What follows belongs to an exercise in optimizing a design on an open flow for small area, a short achievable clock period and few clock cycles per item; a production flow would make more cautious choices.
The clock input has no modelled driver; a real chip could not lean on it and would need a root buffer or a full tree.
Power figures rest on the tool's default switching activity, not on a simulated workload.

==> flow/design.v <==
`timescale 1ns/100ps
package dma_pkg;
   localparam int ADDR_W = 16;
   localparam int LEN_W  = 12;
   localparam int DESC_W = 2 * ADDR_W + LEN_W;
   typedef enum logic [2:0] {
      RD_IDLE,
      RD_ADDR,
      RD_DATA,
      RD_WAIT_WR,
      RD_ERROR
   } rd_state_t;
   typedef enum logic [1:0] {
      WR_IDLE,
      WR_BUS,
      WR_DONE
   } wr_state_t;
   typedef enum logic {
      OWN_RD,
      OWN_WR
   } bus_owner_t;
endpackage
`timescale 1ns/100ps
`timescale 1ns/100ps
`timescale 1ns/100ps
`timescale 1ns/100ps
`timescale 1ns/100ps
import dma_pkg::*;
module dma_top
#(
   parameter int DATA_W = 32
)(
   input  logic              clk,
   input  logic              reset_n,
   input  logic              desc_push,
   input  logic [ADDR_W-1:0] desc_src,
   input  logic [ADDR_W-1:0] desc_dst,
   input  logic [LEN_W-1:0]  desc_len,
   output logic              desc_full,
   output logic              m_cyc,
   output logic              m_stb,
   output logic              m_we,
   output logic [ADDR_W-1:0] m_adr,
   output logic [DATA_W-1:0] m_dat_w,
   input  logic [DATA_W-1:0] m_dat_r,
   input  logic              m_ack,
   input  logic              m_err,
   output logic              busy,
   output logic              error,
   output logic [15:0]       descriptor_count,
   output logic [2:0]        rd_state
);
   logic              run;         
   logic              we;          
   logic              err;         
   logic              done;        
   logic              wack;        
   logic              last;        
   logic              act;         
   logic              busy_q;      
   logic              full_q;      
   logic [ADDR_W-1:0] adr;         
   logic [ADDR_W-1:0] nxt;         
   logic              first;       
   logic [LEN_W-1:0]  left;        
   logic [DATA_W-1:0] data;        
   logic [15:0]       count;
   logic idle, accept, ack, fin, fail;
   logic run_n, err_n;
   assign idle   = !run && !err;
   assign accept = idle && desc_push;
   assign ack    = run && m_ack;
   assign fin    = ack && we && last;
   assign fail   = run && !we && m_err;
   assign run_n  = accept || (run && !fin && !fail);
   assign err_n  = err || fail;
   always_ff @(posedge clk) begin
      if (!reset_n) begin
         run    <= 1'b0;
         err    <= 1'b0;
         done   <= 1'b0;
         act    <= 1'b0;
         busy_q <= 1'b0;
         full_q <= 1'b0;
      end else begin
         run    <= run_n;
         err    <= err_n;
         done   <= fin;
         act    <= (run_n || fin) && !err_n;
         busy_q <= run_n || fin || err_n;
         full_q <= run_n || err_n;
      end
   end
   always_ff @(posedge clk) begin
      if (!reset_n) count <= '0;
      else          count <= count + {15'd0, done};
   end
   always_ff @(posedge clk) begin
      if (!run) begin
         we    <= 1'b0;
         first <= 1'b1;
         adr   <= desc_src;
         nxt   <= desc_dst;
      end else if (ack) begin
         we    <= !we;
         first <= 1'b0;
         adr   <= nxt + {15'd0, !first};
         nxt   <= adr;
      end
   end
   always_ff @(posedge clk) begin
      wack <= ack && we;
      last <= (left == LEN_W'(1));
      if (!run) left <= desc_len;
      else      left <= left - {11'd0, wack};
   end
   always_ff @(posedge clk) begin
      if (!we) data <= m_dat_r;
   end
   assign desc_full        = full_q;
   assign busy             = busy_q;
   assign error            = err;
   assign rd_state         = {err, 1'b0, act};
   assign m_cyc            = run;
   assign m_stb            = run;
   assign m_we             = we;
   assign m_adr            = adr;
   assign m_dat_w          = data;
   assign descriptor_count = count;
endmodule
export LEC_CHECK = 0
export CAP_MARGIN = 20
export CORE_MARGIN = 2
export CORE_UTILIZATION = 40
export SETUP_SLACK_MARGIN = 3.8
export SLEW_MARGIN = 20
create_clock -name core_clock -period 6.0 [get_ports {clk}]
standard.sh (not shown) runs the stock make flow with config.mk's settings and CLKGATE_MAP_FILE= SYNTH_SCRIPT=/design/flow/synth_recipe.tcl, a recipe that flattens the netlist after the stock synthesis.
==> flow/flow/run.sh <==
#!/bin/bash
# The standard layout with two changes:
#  - every port is buffered by a plain buf_1 instead of the buffer cell
#    buffer_ports picks by default;
#  - the clock tree is one level: the clock port drives four clkbuf_16, each
#    driving the flip-flops of one placement cluster (flow/cts.tcl, which
#    otherwise follows ORFS's cts.tcl).
# Each step's output goes to a log file of its own in this folder.
set -euo pipefail
here=$(pwd)
export BUFFER_PORTS_ARGS="-buffer_cell sky130_fd_sc_hd__buf_1"
bash standard.sh synth floorplan place > standard_place.log 2>&1
RUN_SCRIPT=$here/flow/cts.tcl RUN_LOG_NAME_STEM=4_1_cts bash standard.sh run > cts.log 2>&1
bash standard.sh > standard_finish.log 2>&1
Other scripts of this flow, unchanged in this note and not shown: flow/flow/cts.tcl
==> next run, changes <==
--- a/flow/design.v
+++ b/flow/design.v
@@ -53,64 +53,53 @@
    logic              run;         
    logic              we;          
    logic              err;         
-   logic              done;        
    logic              wack;        
-   logic              last;        
    logic              act;         
    logic              busy_q;      
    logic              full_q;      
    logic [ADDR_W-1:0] adr;         
    logic [ADDR_W-1:0] nxt;         
-   logic              first;       
    logic [LEN_W-1:0]  left;        
    logic [DATA_W-1:0] data;        
    logic [15:0]       count;
-   logic idle, accept, ack, fin, fail;
-   logic run_n, err_n;
-   assign idle   = !run && !err;
-   assign accept = idle && desc_push;
-   assign ack    = run && m_ack;
-   assign fin    = ack && we && last;
-   assign fail   = run && !we && m_err;
-   assign run_n  = accept || (run && !fin && !fail);
-   assign err_n  = err || fail;
+   logic accept, last, fin, fail;
+   assign accept = !run && !err && desc_push;
+   assign last   = (left == LEN_W'(1));
+   assign fin    = m_ack && run && we && last;
+   assign fail   = m_err && run && !we;
    always_ff @(posedge clk) begin
       if (!reset_n) begin
          run    <= 1'b0;
          err    <= 1'b0;
-         done   <= 1'b0;
+         wack   <= 1'b0;
          act    <= 1'b0;
          busy_q <= 1'b0;
          full_q <= 1'b0;
       end else begin
-         run    <= run_n;
-         err    <= err_n;
-         done   <= fin;
-         act    <= (run_n || fin) && !err_n;
-         busy_q <= run_n || fin || err_n;
-         full_q <= run_n || err_n;
+         run    <= accept || (run && !fin && !fail);
+         err    <= err || fail;
+         wack   <= m_ack && run && we;
+         act    <= accept || (run && !fail);
+         busy_q <= accept || run || err;
+         full_q <= accept || err || (run && !fin);
       end
    end
    always_ff @(posedge clk) begin
       if (!reset_n) count <= '0;
-      else          count <= count + {15'd0, done};
+      else          count <= count + {15'd0, wack && last};
    end
    always_ff @(posedge clk) begin
       if (!run) begin
-         we    <= 1'b0;
-         first <= 1'b1;
-         adr   <= desc_src;
-         nxt   <= desc_dst;
-      end else if (ack) begin
-         we    <= !we;
-         first <= 1'b0;
-         adr   <= nxt + {15'd0, !first};
-         nxt   <= adr;
+         we  <= 1'b0;
+         adr <= desc_src;
+         nxt <= desc_dst;
+      end else if (m_ack) begin
+         we  <= !we;
+         adr <= nxt;
+         nxt <= adr + 1'b1;
       end
    end
    always_ff @(posedge clk) begin
-      wack <= ack && we;
-      last <= (left == LEN_W'(1));
       if (!run) left <= desc_len;
       else      left <= left - {11'd0, wack};
    end
After rerunning: Total power drops by 2.0%; register-to-register slack loses 0.07 ns; die area is lower by 0.43%; fmax grows by 1.2%; routed wire length went down by 0.67%; setup slack improved by 0.026 ns; first-iteration DRC count goes up by 42%; global-route usage drops by 0.13 points.
No run of this note included a check of the RTL's function; only the layout flow was run. No run of this note takes its clock network from TritonCTS; it comes from the design's own scripts or RTL.

[port drivers added, routing unchanged]
Ports are ideal in the flow. The routed layouts listed here were re-timed in OpenROAD. Step 1 (the two cells are an assumption about what drives the block):
set clk [get_ports {clk}]
set_driving_cell -lib_cell sky130_fd_sc_hd__clkbuf_16 $clk
set_driving_cell -lib_cell sky130_fd_sc_hd__buf_2 [delete_from_list [all_inputs] $clk]
Step 2 moves the port delays by t, midway between the first and last clock arrival at a register: inputs arrive t later, outputs are due t later. That takes back most of the time a late clock gives input paths. Three values: no drivers, after step 1, after step 2; two values: the first two.
| run | t, ns | setup slack, ns | worst setup path after step 2 | worst slew at a driven data input, ns |
|---|---|---|---|---|
| the first run | 0.236 | 3.867 / 3.787 / 3.809 | input to register | 0.06 |
| the second run | 0.235 | 3.893 / 3.813 / 3.781 | input to register | 0.05 |
After both steps setup and hold are still met in every run listed. For the second run, which loses most, drivers alone change the setup slack by -0.080 ns; drivers and shift together by -0.112 ns.
